Source: an optimization exercise on an open RTL-to-GDS flow (aim: small area, a short achievable clock period and few clock cycles per item). Production flows keep margins and buffers that such runs may drop.
Only simulation tests tie the RTL to the original design; equivalence was not proved.
Power is estimated from default activity; no workload was simulated.

## json_stream_tokenizer_top
module json_stream_tokenizer_top (
  input  logic        clk,
  input  logic        rst,
  input  logic        in_valid,
  output logic        in_ready,
  input  logic        in_cmd,
  input  logic [7:0]  in_char_byte,
  output logic        out_valid,
  input  logic        out_ready,
  output logic [3:0]  out_event_res,
  output logic        out_number_is_real,
  output logic        out_in_key,
  output logic [20:0] out_code_point,
  output logic [1:0]  out_status,
  output logic [23:0] out_line_number,
  output logic [23:0] out_column_number,
  output logic        out_last_of_run
);
  logic       go, take, pend, two;
  logic       cmd;
  logic [7:0] char_byte;
  assign take = out_valid && out_ready;
  jst_queue u_queue (
    .clk       (clk),
    .rst       (rst),
    .in_valid  (in_valid),
    .in_ready  (in_ready),
    .in_cmd    (in_cmd),
    .in_char_byte (in_char_byte),
    .out_ready (out_ready),
    .out_valid (out_valid),
    .two       (two),
    .go        (go),
    .cmd       (cmd),
    .char_byte (char_byte),
    .pend      (pend)
  );
  jst_core u_core (
    .clk                (clk),
    .rst                (rst),
    .acc                (go),
    .take               (take),
    .pend               (pend),
    .cmd                (cmd),
    .char_byte          (char_byte),
    .two                (two),
  ...
export LEC_CHECK = 0
export CAP_MARGIN = 20
export CORE_MARGIN = 2
export CORE_UTILIZATION = 40
export SETUP_SLACK_MARGIN = 3.0
export SLEW_MARGIN = 20
create_clock -name core_clock -period 6.0 [get_ports {clk}]
standard.sh (not shown) runs the stock make flow with config.mk's settings and CLKGATE_MAP_FILE= SYNTH_SCRIPT=/design/flow/synth_recipe.tcl, a recipe that flattens the netlist after the stock synthesis.
==> flow/flow/run.sh <==
#!/bin/bash
# Standard layout, with the port buffers inserted as buf_2 cells instead of the
# delay-buffer cell that buffer_ports picks by default.
set -euo pipefail
export BUFFER_PORTS_ARGS="-buffer_cell sky130_fd_sc_hd__buf_2"
bash standard.sh finish > standard_finish.log 2>&1
Testbench counts at the start, summed over its fixed seeds: cycles 48,368, bytes 48,352.
Next try:
--- a/flow/design.v
+++ b/flow/design.v
@@ -78,20 +78,18 @@
   logic              str_key, str_key_next;
   logic [MaxDepth-1:0] stk;           
   logic              push, pop, push_kind;
   logic [CntW-1:0]   line, line_next;
   logic [CntW-1:0]   col, col_next;
   logic [CpW-1:0]    cp, cp_next;
   logic [3:0]        ev, ev0;
   logic              real_q, real0;
   logic              close_kind, close_kind0;
-  logic [1:0]        status_q;
-  logic              key_q, cpen_q;
   logic [7:0]        b;
   logic              ws, dig, hexv;
   logic [3:0]        hv;
   logic              in_num, num_cont, top_obj, dnz, d1;
   logic [4:0]        vdone;
   localparam logic [CntW-1:0] CntMax = '1;
   assign b       = char_byte;
   assign ws      = b == 8'h20 || b == 8'h09 || b == 8'h0A || b == 8'h0D;
   assign dig     = b >= "0" && b <= "9";
@@ -332,95 +330,79 @@
       col   <= col_next;
     end
   end
   always_ff @(posedge clk) begin
     if (acc) begin
       just_opened <= just_opened_next;
       ev          <= ev0;
       real_q      <= real0;
       close_kind  <= close_kind0;
-      status_q    <= (state_next[4:2] == 3'b000) ? state_next[1:0] : 2'd0;
-      key_q       <= str_key_next && (ev0 == jst_pkg::EV_STR_CHAR || ev0 == jst_pkg::EV_KEY_END);
-      cpen_q      <= ev0 == jst_pkg::EV_STR_CHAR || ev0 == jst_pkg::EV_NUM_CHAR;
     end else if (take && pend) begin
       ev     <= close_kind ? jst_pkg::EV_OBJ_CLOSE : jst_pkg::EV_ARR_CLOSE;
       real_q <= 1'b0;
     end
   end
   logic sh_push, sh_pop, sh_hold;
   assign sh_push = acc && push;
   assign sh_pop  = acc && pop;
   assign sh_hold = !(sh_push || sh_pop);
   always_ff @(posedge clk) begin
     stk <= ({stk[MaxDepth-2:0], push_kind} & {MaxDepth{sh_push}}) |
            ({1'b0, stk[MaxDepth-1:1]} & {MaxDepth{sh_pop}}) |
            (stk & {MaxDepth{sh_hold}});
   end
   assign out_event_res      = ev;
   assign out_number_is_real = real_q;
-  assign out_in_key         = key_q;
-  assign out_code_point     = cp & {CpW{cpen_q}};
-  assign out_status         = status_q;
+  assign out_in_key         = str_key && (ev == jst_pkg::EV_STR_CHAR || ev == jst_pkg::EV_KEY_END);
+  assign out_code_point     = (ev == jst_pkg::EV_STR_CHAR || ev == jst_pkg::EV_NUM_CHAR) ? cp : '0;
+  assign out_status         = (state[4:2] == 3'b000) ? state[1:0] : 2'd0;
   assign out_line_number    = line;
   assign out_column_number  = col;
 endmodule
 module jst_queue (
   input  logic       clk,
   input  logic       rst,
   input  logic       in_valid,
   output logic       in_ready,
   input  logic       in_cmd,
   input  logic [7:0] in_char_byte,
   input  logic       out_ready,
   output logic       out_valid,
   input  logic       two,         
   output logic       go,          
   output logic       cmd,         
   output logic [7:0] char_byte,
   output logic       pend         
 );
-  logic       a_v, b_v;
-  logic       b_cmd;
-  logic [7:0] b_byte;
-  logic       take, in_acc, a_free;
+  logic a_v, a_v_next, out_valid_next, take, in_acc;
+  logic free_q;   
   assign take     = out_valid && out_ready;
   assign go       = a_v && (!out_valid || (out_ready && !pend));
-  assign in_ready = !b_v;
-  assign in_acc   = in_valid && !b_v;
-  assign a_free   = go || !a_v;
-  always_ff @(posedge clk) begin
+  assign in_ready = free_q || (out_ready && !pend);
+  assign in_acc   = in_valid && in_ready;
+  always_comb begin
+    a_v_next       = in_ready ? in_valid : a_v;
+    out_valid_next = go ? 1'b1 : (take && !pend) ? 1'b0 : out_valid;
     if (rst) begin
-      a_v <= 1'b0;
-      b_v <= 1'b0;
-    end else if (a_free) begin
-      a_v <= b_v || in_acc;
-      b_v <= 1'b0;
-    end else if (in_acc) begin
-      b_v <= 1'b1;
+      a_v_next       = 1'b0;
+      out_valid_next = 1'b0;
     end
   end
   always_ff @(posedge clk) begin
-    if (a_free && b_v) begin
-      cmd       <= b_cmd;
-      char_byte <= b_byte;
-    end else if (a_free && in_acc) begin
+    a_v       <= a_v_next;
+    out_valid <= out_valid_next;
+    free_q    <= !a_v_next || !out_valid_next;
+  end
+  always_ff @(posedge clk) begin
+    if (in_acc) begin
       cmd       <= in_cmd;
       char_byte <= in_char_byte;
     end
-    if (!a_free && in_acc) begin
-      b_cmd  <= in_cmd;
-      b_byte <= in_char_byte;
-    end
-  end
-  always_ff @(posedge clk) begin
-    if (rst) out_valid <= 1'b0;
-    else if (go) out_valid <= 1'b1;
-    else if (take && !pend) out_valid <= 1'b0;
   end
   always_ff @(posedge clk) begin
     if (go) pend <= two;
     else if (take) pend <= 1'b0;
   end
 endmodule
 module json_stream_tokenizer_top (
   input  logic        clk,
   input  logic        rst,
=> Setup slack gains 0.050 ns; sequential cell count decreases by 13; wire length is lower by 7.3%; cell area drops by 8.6%; die area went down by 8.2%; total power goes down by 5.9%; register-to-register slack gains 0.05 ns; global-route usage goes down by 0.90 points.
Testbench counts after the change, summed over its fixed seeds: cycles 48,368, bytes 48,352.

==> afterwards: timing with drivers on the ports <==
In the flow no input, the clock included, has a driving cell. The finished layouts below were timed again as built, in two steps. Step 1 (the two cells are an assumption about what drives the block):
set clk [get_ports {clk}]
set_driving_cell -lib_cell sky130_fd_sc_hd__clkbuf_16 $clk
set_driving_cell -lib_cell sky130_fd_sc_hd__buf_2 [delete_from_list [all_inputs] $clk]
Step 2 also shifts input and output timing later by t, the mid clock arrival at the registers, as if the neighbouring blocks saw the same clock. a / b / c = ideal ports / drivers / drivers and shift; a / b = the first two.
| run | shift t [ns] | setup slack, ns | worst hold slack (ns) | worst setup path at the end |
|---|---|---|---|---|
| the first run | 0.476 | 3.013 / 3.013 / 2.710 | 0.452 / 0.452 / 0.452 | input to register |
| the second run | 0.476 | 3.063 / 3.060 / 2.728 | 0.480 / 0.480 / 0.480 | input to register |
After both steps setup and hold are still met in every run listed. The setup slack of the second run, which loses most, moves by -0.003 ns with the drivers and by -0.335 ns with both steps.
